Background: an optimization exercise with open tools, aiming at small area, a short achievable clock period and few clock cycles. Do not read the settings as production practice.
Power and IR drop assume default switching activity.

// axiToAhbBridge
module axiToAhbBridge (
    input  wire         ACLK,
    input  wire         rst,
    input  wire         awValid,
    output logic        awReady,
    input  wire  [3:0]  awId,
    input  wire  [31:0] awAddr,
    input  wire  [3:0]  awLen,
    input  wire  [2:0]  awSize,
    input  wire         wValid,
    output logic        wReady,
    input  wire  [31:0] wData,
    input  wire         wLast,
    output logic        bValid,
    input  wire         bReady,
    output logic [3:0]  bId,
    output logic [1:0]  bResp,
    input  wire         arValid,
    output logic        arReady,
    input  wire  [3:0]  arId,
    input  wire  [31:0] arAddr,
    input  wire  [3:0]  arLen,
    input  wire  [2:0]  arSize,
    output logic        rValid,
    input  wire         rReady,
    output logic [3:0]  rId,
    output logic [31:0] rData,
    output logic [1:0]  rResp,
    output logic        rLast,
    output logic [31:0] hAddr,
    output logic        hWrite,
    output logic [2:0]  hSize,
    output logic [1:0]  hTrans,
    output logic [31:0] hWData,
    input  wire  [31:0] hRData,
    input  wire         hReady,
    input  wire         hResp
);
For scale: roughly 470 cells after synthesis, ~87 flip-flops, about 280 I/O pins, about 3900 sq um of cells after synthesis.
==> module axiToAhbBridge, before the edit <==
module axiToAhbBridge (
    input  wire         ACLK,
    input  wire         rst,
    input  wire         awValid,
    output logic        awReady,
    input  wire  [3:0]  awId,
    input  wire  [31:0] awAddr,
    input  wire  [3:0]  awLen,
    input  wire  [2:0]  awSize,
    input  wire         wValid,
    output logic        wReady,
    input  wire  [31:0] wData,
    input  wire         wLast,
    output logic        bValid,
    input  wire         bReady,
    output logic [3:0]  bId,
    output logic [1:0]  bResp,
    input  wire         arValid,
    output logic        arReady,
    input  wire  [3:0]  arId,
    input  wire  [31:0] arAddr,
    input  wire  [3:0]  arLen,
    input  wire  [2:0]  arSize,
    output logic        rValid,
    input  wire         rReady,
    output logic [3:0]  rId,
    output logic [31:0] rData,
    output logic [1:0]  rResp,
    output logic        rLast,
    output logic [31:0] hAddr,
    output logic        hWrite,
    output logic [2:0]  hSize,
    output logic [1:0]  hTrans,
    output logic [31:0] hWData,
    input  wire  [31:0] hRData,
    input  wire         hReady,
    input  wire         hResp
);
    logic [31:0] addr;       
    logic [3:0]  cnt;        
    logic [1:0]  size;
    logic [3:0]  id;
    logic        wr;         
    logic        err;        
    logic [31:0] data;       
    logic        idle;       
    logic        wsel;       
    logic        busy;       
    logic        rSel;       
    logic        rSelN;      
    logic        wDpL;       
    logic        wIss;       
    logic        rIss;       
    logic        ap;         
    logic        dp;         
    logic        rp;         
    logic        wA;         
    logic        rA;         
    logic        rDp;        
    logic        rRp;        
    logic        wRp;        
    logic        ldW;
    logic        ldR;
    logic [31:0] cAddr;
    logic [1:0]  cSize;
    logic [3:0]  cCnt;
    logic        issue;
    logic        accept;
    logic        dpDone;
    logic        respValid;
    logic        respReady;
    logic        apN;
    logic        dpN;
    logic        rpN;
    logic        wrN;
    assign wA   = ap && wr;
    assign rA   = ap && !wr;
    assign rDp  = dp && !wr;
    assign rRp  = rp && !wr;
    assign wRp  = rp && wr;
    assign arReady = idle;
    assign awReady = wsel;
    assign ldR     = arValid && idle;
    assign ldW     = wsel;
    bridgeSel3 #(.Width(32)) uSelAddr (.d0(arAddr), .d1(awAddr), .d2(addr), .s0(idle), .s1(wsel), .s2(busy), .y(cAddr));
    bridgeSel3 #(.Width(2)) uSelSize (.d0(arSize[1:0]), .d1(awSize[1:0]), .d2(size), .s0(idle), .s1(wsel), .s2(busy), .y(cSize));
    assign cCnt  = ({4{idle}} & arLen) | ({4{wsel}} & awLen) | ({4{busy}} & cnt);
    assign issue  = (wIss && wValid) || (rIss && hReady && rReady) || ldR;
    assign accept = issue && hReady;
    assign dpDone = dp && hReady;
    logic hTransNs;
    bridgeAo3 uHTrans (.a0(wIss), .a1(wValid), .b0(rIss), .b1(hReady), .b2(rReady), .c0(idle), .c1(arValid), .y(hTransNs));
    assign hTrans = {hTransNs, 1'b0};
    assign hAddr  = cAddr;
    assign hWrite = wsel || (!idle && wr);
    assign hSize  = {1'b0, cSize};
    assign hWData = data;
    logic wrTake;
    assign wrTake = wIss && hReady;
    bridgeAnd2 uWReady (.a(wIss), .b(hReady), .y(wReady));
    logic bVal;
    assign bVal = wRp || (wDpL && hReady);
    bridgeAo21 uBValid (.a(wRp), .b0(wDpL), .b1(hReady), .y(bValid));
    assign bId    = id;
    assign bResp  = {err || (dp && hResp), 1'b0};
    logic rVal;
    assign rVal = rRp || (rDp && hReady);
    bridgeAo21 uRValid (.a(rRp), .b0(rDp), .b1(hReady), .y(rValid));
    assign rId    = id;
    bridgeSel2 #(.Width(32)) uSelRData (.d0(data), .d1(hRData), .s0(rSel), .s1(rSelN), .y(rData));
    assign rResp  = {rp ? err : hResp, 1'b0};
    assign rLast  = !ap;
    logic [11:0] incAddr;
    logic [3:0]  decCnt;
    logic [2:0] incLow;
    assign incLow  = {1'b0, cAddr[1:0]} + {1'b0, cSize == 2'd1, cSize == 2'd0};
    assign incAddr = {cAddr[11:2] + {9'd0, incLow[2] || (cSize == 2'd2)}, incLow[1:0]};
    assign decCnt  = cCnt - 4'd1;
    assign respValid = bVal || rVal;
    assign respReady = wr ? bReady : rReady;
    assign wrN = wsel || (!idle && wr);
    assign apN = (ap || ldR || wsel) && !(accept && (cCnt == 4'd0));
    assign dpN = accept || (dp && !hReady);
    assign rpN = respValid && !respReady;
    always_ff @(posedge ACLK)
    begin
        if (rst)
        begin
            idle <= 1'b1;
            wsel <= 1'b0;
            busy <= 1'b0;
            rSel <= 1'b0;
            rSelN <= 1'b1;
            wDpL <= 1'b0;
            wIss <= 1'b0;
            rIss <= 1'b0;
            ap   <= 1'b0;
            dp   <= 1'b0;
            rp   <= 1'b0;
        end
        else
        begin
            idle <= !(apN || dpN || rpN) && !(idle && awValid && !arValid);
            wsel <= idle && awValid && !arValid;
            busy <= apN || dpN || rpN;
            rSel <= rpN || wrN;
            rSelN <= !(rpN || wrN);
            wDpL <= dpN && wrN && !apN;
            wIss <= (apN && wrN) || (idle && awValid && !arValid);
            rIss <= apN && !wrN;
            ap   <= apN;
            dp   <= dpN;
            rp   <= rpN;
        end
    end
    always_ff @(posedge ACLK)
    begin
        data <= wrTake ? wData : rData;
    end
    always_ff @(posedge ACLK)
    begin
        addr[31:12] <= cAddr[31:12];
        addr[11:0]  <= accept ? incAddr : cAddr[11:0];
        cnt         <= accept ? decCnt : cCnt;
        size        <= cSize;
        wr <= wrN;
        if (idle || wsel)
            id <= wsel ? awId : arId;
        err <= !(idle || wsel) && (wr ? bResp[1] : rResp[1]);
    end
endmodule
export LEC_CHECK = 0
export CAP_MARGIN = 20
export CORE_MARGIN = 2
export CORE_UTILIZATION = 55
export PLACE_DENSITY = 0.7
export SETUP_SLACK_MARGIN = 2.65
export SLEW_MARGIN = 20
export SYNTH_HIERARCHICAL = 1
export SYNTH_MINIMUM_KEEP_SIZE = 0
create_clock -name core_clock -period 5.5 [get_ports {ACLK}]
standard.sh (not shown) runs the stock make flow with config.mk's settings and CLKGATE_MAP_FILE= SYNTH_SCRIPT=/design/flow/synth_recipe.tcl, a recipe that flattens the netlist after the stock synthesis.
==> flow/flow/run.sh <==
#!/bin/bash
set -euo pipefail
export BUFFER_PORTS_ARGS="-buffer_cell sky130_fd_sc_hd__buf_1"
export CTS_ARGS="-sink_clustering_enable -repair_clock_nets -dont_use_dummy_load -buf_list sky130_fd_sc_hd__clkbuf_8 -root_buf sky130_fd_sc_hd__clkbuf_8"
if ! bash standard.sh finish > make_finish.log 2>&1; then
  tail -50 make_finish.log
  exit 1
fi
The baseline produced a clean layout.
Then changed:
--- a/flow/design.v
+++ b/flow/design.v
@@ -178,5 +178,4 @@
     logic        busy;       
     logic        rSel;       
-    logic        rSelN;      
     logic        wDpL;       
     logic        wIss;       
@@ -238,5 +237,5 @@
     bridgeAo21 uRValid (.a(rRp), .b0(rDp), .b1(hReady), .y(rValid));
     assign rId    = id;
-    bridgeSel2 #(.Width(32)) uSelRData (.d0(data), .d1(hRData), .s0(rSel), .s1(rSelN), .y(rData));
+    bridgeSel2 #(.Width(32)) uSelRData (.d0(data), .d1(hRData), .s0(rSel), .s1(!rSel), .y(rData));
     assign rResp  = {rp ? err : hResp, 1'b0};
     assign rLast  = !ap;
@@ -261,5 +260,4 @@
             busy <= 1'b0;
             rSel <= 1'b0;
-            rSelN <= 1'b1;
             wDpL <= 1'b0;
             wIss <= 1'b0;
@@ -275,5 +273,4 @@
             busy <= apN || dpN || rpN;
             rSel <= rpN || wrN;
-            rSelN <= !(rpN || wrN);
             wDpL <= dpN && wrN && !apN;
             wIss <= (apN && wrN) || (idle && awValid && !arValid);
Effect: The changed run finished with timing, DRC and antenna clean. Combinational power goes up by about 3%. Worst setup slack got worse by 0.027 ns. Sequential cell count goes down by 1. Fmax goes down by 0.99%. Sequential power goes down by about 2%. Die area goes down by 0.56%. Critical path depth stays the same.
No functional check of the RTL was part of any run of this note.

static timing again, ports no longer ideal:
The results above use ideal ports. As a check the final layouts listed here were re-extracted and re-timed, cells and wires unchanged.
Step 1 sets driving cells, clkbuf_16 on the clock port and buf_2 on the other inputs (assumed; they add their load-dependent delay and slew).
Step 2 adds t to the input delays and takes it off the output delays; t is the mean of the earliest and latest rising clock arrival at the registers after step 1. Input paths then give back, and output paths get back, about the clock's delay inside the block.
Slacks: no drivers / after step 1 / after step 2; pairs: no drivers / after step 1.
run | t (ns) | setup WS [ns] | latest minus earliest clock arrival (ns)
the first run | 0.373 | 2.760 / 2.738 / 2.590 | 0.033 / 0.032
the second run | 0.359 | 2.732 / 2.711 / 2.515 | 0.025 / 0.025
After both steps every run listed still meets setup and hold. The setup slack of the second run, which loses most, moves by -0.021 ns with the drivers and by -0.217 ns with both steps.
